This design comes from an exercise in tuning for small area, a short achievable clock period and few clock cycles on the open sky130 flow, not from production work. At most, simulation tests tie the RTL to the original design; equivalence was not proved. No driver is modelled on the clock port, so clock power and skew are understated where the tree is cut down; a real chip needs a root buffer or a tree.

==> module conv_window_top, before the edit <==
module conv_window_top (
    input  wire                         clk,
    input  wire                         reset_n,
    input  wire                         i_start,
    input  wire                         i_pixel_valid,
    input  wire  [7:0]                  i_pixel,
    input  wire                         i_conv_ready,
    output logic                        o_fill_active,
    output logic [199:0]                o_window,   
    output logic                        o_conv_valid,
    output logic                        o_conv_row_start,
    output logic                        o_conv_row_end,
    output logic                        o_done
);
    localparam int img   = 32;
    localparam int ks    = 5;
    localparam int depth = (ks - 1) * img + ks - 1;   
    logic [7:0]         in_px;   
    logic [depth*8-1:0] chain;   
    logic       active;      
    logic       fill;        
    logic       pend;        
    logic       sh;          
    logic [4:0] row;         
    logic [4:0] col;
    logic       all_in;      
    logic take;
    logic new_win;
    logic want;
    logic show;
    logic show_start;
    logic show_end;
    logic show_last;
    logic pend_nxt;
    logic all_in_nxt;
    assign take        = i_pixel_valid && fill;
    assign new_win     = take && (row >= 5'd4) && (col >= 5'd4);
    assign want        = new_win || pend;
    assign show        = want && i_conv_ready;
    assign show_start  = pend ? (col == 5'd5) : (col == 5'd4);
    assign show_end    = pend ? (col == 5'd0) : (col == 5'd31);
    assign show_last   = pend ? all_in : (row == 5'd31 && col == 5'd31);
    assign pend_nxt    = want && !i_conv_ready;
    assign all_in_nxt  = all_in || (take && row == 5'd31 && col == 5'd31);
    assign o_fill_active = fill;
    always_comb begin
        for (int i = 0; i < ks; i++)
            for (int j = 0; j < ks; j++)
                if (i == ks - 1 && j == ks - 1)
                    o_window[(i*ks+j)*8 +: 8] = in_px;
                else
                    o_window[(i*ks+j)*8 +: 8] = chain[((ks-1-i)*img + (ks-1-j) - 1)*8 +: 8];
    end
    always_ff @(posedge clk) begin
        if (take) in_px <= i_pixel;
        if (sh) chain <= {chain[(depth-1)*8-1:0], in_px};
    end
    always_ff @(posedge clk) begin
        if (!reset_n) begin
            active           <= 1'b0;
            fill             <= 1'b0;
            o_conv_valid     <= 1'b0;
            o_conv_row_start <= 1'b0;
            o_conv_row_end   <= 1'b0;
            o_done           <= 1'b0;
        end else if (!active) begin
            o_conv_valid     <= 1'b0;
            o_conv_row_start <= 1'b0;
            o_conv_row_end   <= 1'b0;
            o_done           <= 1'b0;
            if (i_start) begin
                active <= 1'b1;
                fill   <= 1'b1;
            end
        end else begin
            fill             <= !all_in_nxt && !pend_nxt;
            o_conv_valid     <= show;
            o_conv_row_start <= show && show_start;
            o_conv_row_end   <= show && show_end;
            o_done           <= show && show_last;
            if (show && show_last) begin
                active <= 1'b0;
                fill   <= 1'b0;
            end
        end
    end
    always_ff @(posedge clk) begin
        if (!active) begin
            pend   <= 1'b0;
            sh     <= 1'b0;
            row    <= '0;
            col    <= '0;
            all_in <= 1'b0;
        end else begin
            if (take) begin
                col <= col + 1'b1;
                if (col == 5'd31) row <= row + 1'b1;
            end
            all_in <= all_in_nxt;
            pend   <= pend_nxt;
            sh     <= (take || pend) && !pend_nxt;
        end
    end
endmodule
Settings: LEC_CHECK=0, CAP_MARGIN=20, CELL_PAD_IN_SITES_DETAIL_PLACEMENT=0, CELL_PAD_IN_SITES_GLOBAL_PLACEMENT=1, CORE_MARGIN=2, CORE_UTILIZATION=55, GPL_ROUTABILITY_DRIVEN=1, PLACE_DENSITY=0.65, SLEW_MARGIN=20; clock period 9.0 ns.
standard.sh (not shown) runs the stock make flow with config.mk's settings and CLKGATE_MAP_FILE= SYNTH_SCRIPT=/design/flow/synth_recipe.tcl, a recipe that flattens the netlist after the stock synthesis.
==> flow/flow/run.sh <==
#!/bin/bash
set -euo pipefail
export BUFFER_PORTS_ARGS="-buffer_cell sky130_fd_sc_hd__buf_1"
export SETUP_SLACK_MARGIN=6.3
export SKIP_CTS_REPAIR_TIMING=1
export CTS_ARGS="-sink_clustering_enable -repair_clock_nets -sink_clustering_size 30 -sink_clustering_max_diameter 100 -dont_use_dummy_load"
export POST_CTS_TCL="$(pwd)/flow/post_cts.tcl"
export CLK_INV_L1=sky130_fd_sc_hd__inv_16
export CLK_INV_L2=sky130_fd_sc_hd__inv_12
export PRE_DETAIL_PLACE_TCL="$(pwd)/flow/pre_dpl.tcl"
export PLACE_PINS_ARGS='-group_pins {o_window[0] o_window[8] o_window[16] o_window[24] o_window[32]} -group_pins {o_window[1] o_window[9] o_window[17] o_window[25] o_window[33]} -group_pins {o_window[2] o_window[10] o_window[18] o_window[26] o_window[34]} -group_pins {o_window[3] o_window[11] o_window[19] o_window[27] o_window[35]} -group_pins {o_window[4] o_window[12] o_window[20] o_window[28] o_window[36]} -group_pins {o_window[5] o_window[13] o_window[21] o_window[29] o_window[37]} -group_pins {o_window[6] o_window[14] o_window[22] o_window[30] o_window[38]} -group_pins {o_window[7] o_window[15] o_window[23] o_window[31] o_window[39]} -group_pins {o_window[40] o_window[48] o_window[56] o_window[64] o_window[72]} -group_pins {o_window[41] o_window[49] o_window[57] o_window[65] o_window[73]} -group_pins {o_window[42] o_window[50] o_window[58] o_window[66] o_window[74]} -group_pins {o_window[43] o_window[51] o_window[59] o_window[67] o_window[75]} -group_pins {o_window[44] o_window[52] o_window[60] o_window[68] o_window[76]} -group_pins {o_window[45] o_window[53] o_window[61] o_window[69] o_window[77]} -group_pins {o_window[46] o_window[54] o_window[62] o_window[70] o_window[78]} -group_pins {o_window[47] o_window[55] o_window[63] o_window[71] o_window[79]} -group_pins {o_window[80] o_window[88] o_window[96] o_window[104] o_window[112]} -group_pins {o_window[81] o_window[89] o_window[97] o_window[105] o_window[113]} -group_pins {o_window[82] o_window[90] o_window[98] o_window[106] o_window[114]} -group_pins {o_window[83] o_window[91] o_window[99] o_window[107] o_window[115]} -group_pins {o_window[84] o_window[92] o_window[100] o_window[108] o_window[116]} -group_pins {o_window[85] o_window[93] o_window[101] o_window[109] o_window[117]} -group_pins {o_window[86] o_window[94] o_window[102] o_window[110] o_window[118]} -group_pins {o_window[87] o_window[95] o_window[103] o_window[111] o_window[119]} -group_pins {o_window[120] o_window[128] o_window[136] o_window[144] o_window[152]} -group_pins {o_window[121] o_window[129] o_window[137] o_window[145] o_window[153]} -group_pins {o_window[122] o_window[130] o_window[138] o_window[146] o_window[154]} -group_pins {o_window[123] o_window[131] o_window[139] o_window[147] o_window[155]} -group_pins {o_window[124] o_window[132] o_window[140] o_window[148] o_window[156]} -group_pins {o_window[125] o_window[133] o_window[141] o_window[149] o_window[157]} -group_pins {o_window[126] o_window[134] o_window[142] o_window[150] o_window[158]} -group_pins {o_window[127] o_window[135] o_window[143] o_window[151] o_window[159]} -group_pins {o_window[160] o_window[168] o_window[176] o_window[184] o_window[192]} -group_pins {o_window[161] o_window[169] o_window[177] o_window[185] o_window[193]} -group_pins {o_window[162] o_window[170] o_window[178] o_window[186] o_window[194]} -group_pins {o_window[163] o_window[171] o_window[179] o_window[187] o_window[195]} -group_pins {o_window[164] o_window[172] o_window[180] o_window[188] o_window[196]} -group_pins {o_window[165] o_window[173] o_window[181] o_window[189] o_window[197]} -group_pins {o_window[166] o_window[174] o_window[182] o_window[190] o_window[198]} -group_pins {o_window[167] o_window[175] o_window[183] o_window[191] o_window[199]}'
bash standard.sh > flow_make.log 2>&1
Other scripts of this flow, unchanged in this note and not shown: flow/flow/post_cts.tcl, flow/flow/pre_dpl.tcl
Testbench counts at the start, summed over its fixed seeds: cycles 24,624.
Change:
--- a/flow/design.v
+++ b/flow/design.v
@@ -68,21 +68,44 @@
                     o_window[(i*ks+j)*8 +: 8] = in_px;
                 else
                     o_window[(i*ks+j)*8 +: 8] = chain[((ks-1-i)*img + (ks-1-j) - 1)*8 +: 8];
     end
+    logic [depth*8-1:0] chain_in;
+    assign chain_in = {chain[(depth-1)*8-1:0], in_px};
     always_ff @(posedge clk) begin
-        if (take) in_px <= i_pixel;
-        if (sh) chain <= {chain[(depth-1)*8-1:0], in_px};
+        in_px <= ({8{take}} & i_pixel) | ({8{!take}} & in_px);
+    end
+    for (genvar k = 0; k < depth; k++) begin : g_chain
+        localparam bit is_tap = ((k + 1) % img) < ks;
+        if (is_tap) begin : g_tap
+            always_ff @(posedge clk) begin
+                chain[k*8 +: 8] <= ({8{sh}} & chain_in[k*8 +: 8]) | ({8{!sh}} & chain[k*8 +: 8]);
+            end
+        end else begin : g_line
+            always_ff @(posedge clk) begin
+                if (sh) chain[k*8 +: 8] <= chain_in[k*8 +: 8];
+            end
+        end
     end
     always_ff @(posedge clk) begin
         if (!reset_n) begin
             active           <= 1'b0;
             fill             <= 1'b0;
+            pend             <= 1'b0;
+            sh               <= 1'b0;
+            row              <= '0;
+            col              <= '0;
+            all_in           <= 1'b0;
             o_conv_valid     <= 1'b0;
             o_conv_row_start <= 1'b0;
             o_conv_row_end   <= 1'b0;
             o_done           <= 1'b0;
         end else if (!active) begin
+            pend             <= 1'b0;
+            sh               <= 1'b0;
+            row              <= '0;
+            col              <= '0;
+            all_in           <= 1'b0;
             o_conv_valid     <= 1'b0;
             o_conv_row_start <= 1'b0;
             o_conv_row_end   <= 1'b0;
             o_done           <= 1'b0;
@@ -90,8 +113,15 @@
                 active <= 1'b1;
                 fill   <= 1'b1;
             end
         end else begin
+            if (take) begin
+                col <= col + 1'b1;
+                if (col == 5'd31) row <= row + 1'b1;
+            end
+            all_in           <= all_in_nxt;
+            pend             <= pend_nxt;
+            sh               <= (take || pend) && !pend_nxt;
             fill             <= !all_in_nxt && !pend_nxt;
             o_conv_valid     <= show;
             o_conv_row_start <= show && show_start;
             o_conv_row_end   <= show && show_end;
@@ -101,23 +131,6 @@
                 fill   <= 1'b0;
             end
         end
     end
-    always_ff @(posedge clk) begin
-        if (!active) begin
-            pend   <= 1'b0;
-            sh     <= 1'b0;
-            row    <= '0;
-            col    <= '0;
-            all_in <= 1'b0;
-        end else begin
-            if (take) begin
-                col <= col + 1'b1;
-                if (col == 5'd31) row <= row + 1'b1;
-            end
-            all_in <= all_in_nxt;
-            pend   <= pend_nxt;
-            sh     <= (take || pend) && !pend_nxt;
-        end
-    end
 endmodule
 `default_nettype wire
Die area hardly moves; global-route usage rises by 0.14 points; cell area barely changes; routed wire length barely changes; critical path depth stays the same; clock skew climbs by 0.012 ns; hold slack got worse by 0.045 ns; sequential cell count stays the same.
For the second run of this note, only the layout was checked, not whether the RTL still works. In every run of this note, the design's own scripts or RTL, not TritonCTS, make the clock network.

========
## run 1
The RTL this note starts from:
==> flow/design.v <==
`default_nettype none
package conv_window_pkg;
    localparam int img_size    = 32;   
    localparam int kernel_size = 5;
    localparam int out_size    = img_size - kernel_size + 1;   
    localparam int num_lines   = 6;    
    localparam int pixel_w    = 8;
    localparam int col_w      = 5;
    localparam int fill_row_w = 6;     
    localparam int line_w     = 3;
    typedef logic [pixel_w-1:0] pixel_t;
    typedef logic signed [pixel_w-1:0] spixel_t;
    typedef spixel_t [kernel_size-1:0][kernel_size-1:0] window_t;
    typedef pixel_t [num_lines-1:0][kernel_size-1:0] block_t;
endpackage
`default_nettype wire
`timescale 1ns/1ns
`default_nettype none
module conv_window_top (
    input  wire                         clk,
    input  wire                         reset_n,
    input  wire                         i_start,
    input  wire                         i_pixel_valid,
    input  wire  [7:0]                  i_pixel,
    input  wire                         i_conv_ready,
    output logic                        o_fill_active,
    output logic [199:0]                o_window,   
    output logic                        o_conv_valid,
    output logic                        o_conv_row_start,
    output logic                        o_conv_row_end,
    output logic                        o_done
);
    localparam int img   = 32;
    localparam int ks    = 5;
    localparam int depth = (ks - 1) * img + ks;   
    logic [depth*8-1:0] chain;   
    logic       active;      
    logic       fill;        
    logic       got_all;     
    logic [4:0] row;         
    logic [4:0] col;
    logic       in_v;
    logic [7:0] in_px;
    logic       in_win;      
    logic       in_start;    
    logic       in_end;      
    logic       in_last;     
    logic       pend;
    logic       p_start;
    logic       p_end;
    logic       p_last;
    logic take;
    logic shift;
    logic new_win;
    logic want;
    logic show;
    logic show_start;
    logic show_end;
    logic show_last;
    logic pend_nxt;
    logic in_v_nxt;
    logic got_all_nxt;
    assign take        = i_pixel_valid && fill;
    assign shift       = in_v && !pend;
    assign new_win     = shift && in_win;
    assign want        = new_win || pend;
    assign show        = want && i_conv_ready;
    assign show_start  = new_win ? in_start : p_start;
    assign show_end    = new_win ? in_end   : p_end;
    assign show_last   = new_win ? in_last  : p_last;
    assign pend_nxt    = want && !i_conv_ready;
    assign in_v_nxt    = take || (in_v && !shift);
    assign got_all_nxt = got_all || (take && row == 5'd31 && col == 5'd31);
    assign o_fill_active = fill;
    always_comb begin
        for (int i = 0; i < ks; i++)
            for (int j = 0; j < ks; j++)
                o_window[(i*ks+j)*8 +: 8] = chain[((ks-1-i)*img + (ks-1-j))*8 +: 8];
    end
    always_ff @(posedge clk) begin
        if (take) begin
            in_px    <= i_pixel;
            in_win   <= (row >= 5'd4) && (col >= 5'd4);
            in_start <= (col == 5'd4);
            in_end   <= (col == 5'd31);
            in_last  <= (row == 5'd31) && (col == 5'd31);
        end
        if (shift) begin
            chain   <= {chain[(depth-1)*8-1:0], in_px};
            p_start <= in_start;
            p_end   <= in_end;
            p_last  <= in_last;
        end
    end
    always_ff @(posedge clk) begin
        if (!reset_n) begin
            active           <= 1'b0;
            fill             <= 1'b0;
            got_all          <= 1'b0;
            row              <= '0;
            col              <= '0;
            in_v             <= 1'b0;
            pend             <= 1'b0;
            o_conv_valid     <= 1'b0;
            o_conv_row_start <= 1'b0;
            o_conv_row_end   <= 1'b0;
            o_done           <= 1'b0;
        end else if (!active) begin
            got_all          <= 1'b0;
            row              <= '0;
            col              <= '0;
            in_v             <= 1'b0;
            pend             <= 1'b0;
            o_conv_valid     <= 1'b0;
            o_conv_row_start <= 1'b0;
            o_conv_row_end   <= 1'b0;
            o_done           <= 1'b0;
            if (i_start) begin
                active <= 1'b1;
                fill   <= 1'b1;
            end
        end else begin
            if (take) begin
                col <= col + 1'b1;
                if (col == 5'd31) row <= row + 1'b1;
            end
            got_all          <= got_all_nxt;
            in_v             <= in_v_nxt;
            pend             <= pend_nxt;
            fill             <= !got_all_nxt && !(in_v_nxt && pend_nxt);
            o_conv_valid     <= show;
            o_conv_row_start <= show && show_start;
            o_conv_row_end   <= show && show_end;
            o_done           <= show && show_last;
            if (show && show_last) begin
                active <= 1'b0;
                fill   <= 1'b0;
            end
        end
    end
endmodule
`default_nettype wire
export LEC_CHECK = 0
export CAP_MARGIN = 20
export CELL_PAD_IN_SITES_DETAIL_PLACEMENT = 0
export CELL_PAD_IN_SITES_GLOBAL_PLACEMENT = 1
export CORE_MARGIN = 2
export CORE_UTILIZATION = 55
export GPL_ROUTABILITY_DRIVEN = 1
export PLACE_DENSITY = 0.65
export SLEW_MARGIN = 20
create_clock -name core_clock -period 9.0 [get_ports {clk}]
==> flow/flow/run.sh <==
#!/bin/bash
set -euo pipefail
export BUFFER_PORTS_ARGS="-buffer_cell sky130_fd_sc_hd__buf_1"
export SETUP_SLACK_MARGIN=5.8
export CTS_ARGS="-sink_clustering_enable -repair_clock_nets -sink_clustering_size 30 -sink_clustering_max_diameter 100 -dont_use_dummy_load"
export POST_CTS_TCL="$(pwd)/flow/post_cts.tcl"
bash standard.sh > flow_make.log 2>&1
==> flow/flow/post_cts.tcl <==
set block [ord::get_db_block]
set clk_net [$block findNet clk]
set roots {}
foreach it [$clk_net getITerms] { lappend roots [$it getInst] }
puts "post_cts: clock port drives [llength $roots] cell(s)"
if {[llength $roots] == 1} {
  set root [lindex $roots 0]
  set out_net [[$root findITerm X] getNet]
  set loads {}
  foreach it [$out_net getITerms] {
    if {[$it isInputSignal] || [[$it getMTerm] getIoType] eq "INPUT"} { lappend loads $it }
  }
  puts "post_cts: root [$root getName] drives [llength $loads] pin(s)"
  if {[llength $loads] <= 4} {
    foreach it $loads {
      $it disconnect
      $it connect $clk_net
    }
    [$root findITerm A] disconnect
    odb::dbInst_destroy $root
    odb::dbNet_destroy $out_net
    puts "post_cts: removed root buffer"
  }
}
estimate_parasitics -placement
report_clock_latency
In summary, run 1 completed successfully, with a layout that passed the timing, design-rule and antenna checks.
Testbench counts of run 1, summed over its fixed seeds: cycles 24,648.
What run 2 does differently from run 1 at the input level:
==> flow/design.v <==
`default_nettype none
package conv_window_pkg;
    localparam int img_size    = 32;   
    localparam int kernel_size = 5;
    localparam int out_size    = img_size - kernel_size + 1;   
    localparam int num_lines   = 6;    
    localparam int pixel_w    = 8;
    localparam int col_w      = 5;
    localparam int fill_row_w = 6;     
    localparam int line_w     = 3;
    typedef logic [pixel_w-1:0] pixel_t;
    typedef logic signed [pixel_w-1:0] spixel_t;
    typedef spixel_t [kernel_size-1:0][kernel_size-1:0] window_t;
    typedef pixel_t [num_lines-1:0][kernel_size-1:0] block_t;
endpackage
`default_nettype wire
`timescale 1ns/1ns
`default_nettype none
module conv_window_top (
    input  wire                         clk,
    input  wire                         reset_n,
    input  wire                         i_start,
    input  wire                         i_pixel_valid,
    input  wire  [7:0]                  i_pixel,
    input  wire                         i_conv_ready,
    output logic                        o_fill_active,
    output logic [199:0]                o_window,   
    output logic                        o_conv_valid,
    output logic                        o_conv_row_start,
    output logic                        o_conv_row_end,
    output logic                        o_done
);
    localparam int img   = 32;
    localparam int ks    = 5;
    localparam int depth = (ks - 1) * img + ks;   
    logic [depth*8-1:0] chain;   
    logic       active;      
    logic       fill;        
    logic       pend;        
    logic [4:0] row;         
    logic [4:0] col;
    logic       all_in;      
    logic take;
    logic new_win;
    logic want;
    logic show;
    logic show_start;
    logic show_end;
    logic show_last;
    logic pend_nxt;
    logic all_in_nxt;
    assign take        = i_pixel_valid && fill;
    assign new_win     = take && (row >= 5'd4) && (col >= 5'd4);
    assign want        = new_win || pend;
    assign show        = want && i_conv_ready;
    assign show_start  = pend ? (col == 5'd5) : (col == 5'd4);
    assign show_end    = pend ? (col == 5'd0) : (col == 5'd31);
    assign show_last   = pend ? all_in : (row == 5'd31 && col == 5'd31);
    assign pend_nxt    = want && !i_conv_ready;
    assign all_in_nxt  = all_in || (take && row == 5'd31 && col == 5'd31);
    assign o_fill_active = fill;
    always_comb begin
        for (int i = 0; i < ks; i++)
            for (int j = 0; j < ks; j++)
                o_window[(i*ks+j)*8 +: 8] = chain[((ks-1-i)*img + (ks-1-j))*8 +: 8];
    end
    always_ff @(posedge clk) begin
        if (take) chain <= {chain[(depth-1)*8-1:0], i_pixel};
    end
    always_ff @(posedge clk) begin
        if (!reset_n) begin
            active           <= 1'b0;
            fill             <= 1'b0;
            pend             <= 1'b0;
            row              <= '0;
            col              <= '0;
            all_in           <= 1'b0;
            o_conv_valid     <= 1'b0;
            o_conv_row_start <= 1'b0;
            o_conv_row_end   <= 1'b0;
            o_done           <= 1'b0;
        end else if (!active) begin
            pend             <= 1'b0;
            row              <= '0;
            col              <= '0;
            all_in           <= 1'b0;
            o_conv_valid     <= 1'b0;
            o_conv_row_start <= 1'b0;
            o_conv_row_end   <= 1'b0;
            o_done           <= 1'b0;
            if (i_start) begin
                active <= 1'b1;
                fill   <= 1'b1;
            end
        end else begin
            if (take) begin
                col <= col + 1'b1;
                if (col == 5'd31) row <= row + 1'b1;
            end
            all_in           <= all_in_nxt;
            pend             <= pend_nxt;
            fill             <= !all_in_nxt && !pend_nxt;
            o_conv_valid     <= show;
            o_conv_row_start <= show && show_start;
            o_conv_row_end   <= show && show_end;
            o_done           <= show && show_last;
            if (show && show_last) begin
                active <= 1'b0;
                fill   <= 1'b0;
            end
        end
    end
endmodule
`default_nettype wire
Results
Against run 1, run 2 reports a critical path depth that is higher. Across both runs, first-iteration DRC count was lower for run 2 than for run 1. The higher count of inverters not on the clock network in the layout came out of run 2. Re least setup slack across all paths after layout: run 1 was higher than run 2. Run 2 against run 1; peak clock frequency supported by timing is down by a little under 10%. Between run 1 and run 2, the share of the final layout cell area in multi-input gates does not differ in any meaningful way. Re total of fill cells in the finished design: run 1 was higher than run 2. ~same adder-cell share of the synthesized area in run 2 and run 1. Compared with run 1, in run 2 synthesis-to-layout area growth increased 0.77 points; first-pass GRT wire length fell by 1900 microns; minimum clock period after layout saw an increase. The final reports for run 2 and run 1 show synthesized area lower in the former. The run showing the smaller final period utilization is run 1. Number of vias in the routed layout on run 2 is ahead of run 1.
Function not checked in run 2: the RTL went through the layout flow alone.

-- separate check: timing with driven ports --
No port has a modelled driver above. Below, the same layouts with a new extraction and two added sets of constraints.
Step 1 sets driving cells, clkbuf_16 on the clock port and buf_2 on the other inputs (assumed; they add their load-dependent delay and slew).
Step 2 moves the port delays by t, midway between the first and last clock arrival at a register: inputs arrive t later, outputs are due t later. That takes back most of the time a late clock gives input paths.
a / b / c = ideal ports / drivers / drivers and shift; a / b = the first two.
run | t (ns) | setup slack, ns | hold slack, ns | worst setup path at the end | worst data-port slew with drivers (ns)
the first run of note 1 | 0.432 | 6.340 / 6.120 / 6.227 | 0.388 / 0.387 / 0.387 | input to register | 0.04
the second run of note 1 | 0.423 | 6.373 / 6.152 / 6.157 | 0.344 / 0.342 / 0.342 | input to register | 0.04
run 1 | 0.510 | 6.100 / 5.988 / 5.837 | 0.410 / 0.410 / 0.410 | input to register | 0.04
run 2 | 0.494 | 5.793 / 5.874 / 5.380 | 0.343 / 0.343 / 0.343 | input to register | 0.04
After both steps setup and hold are still met in every run listed. For run 2, which loses most, drivers alone change the setup slack by +0.081 ns; drivers and shift together by -0.413 ns.
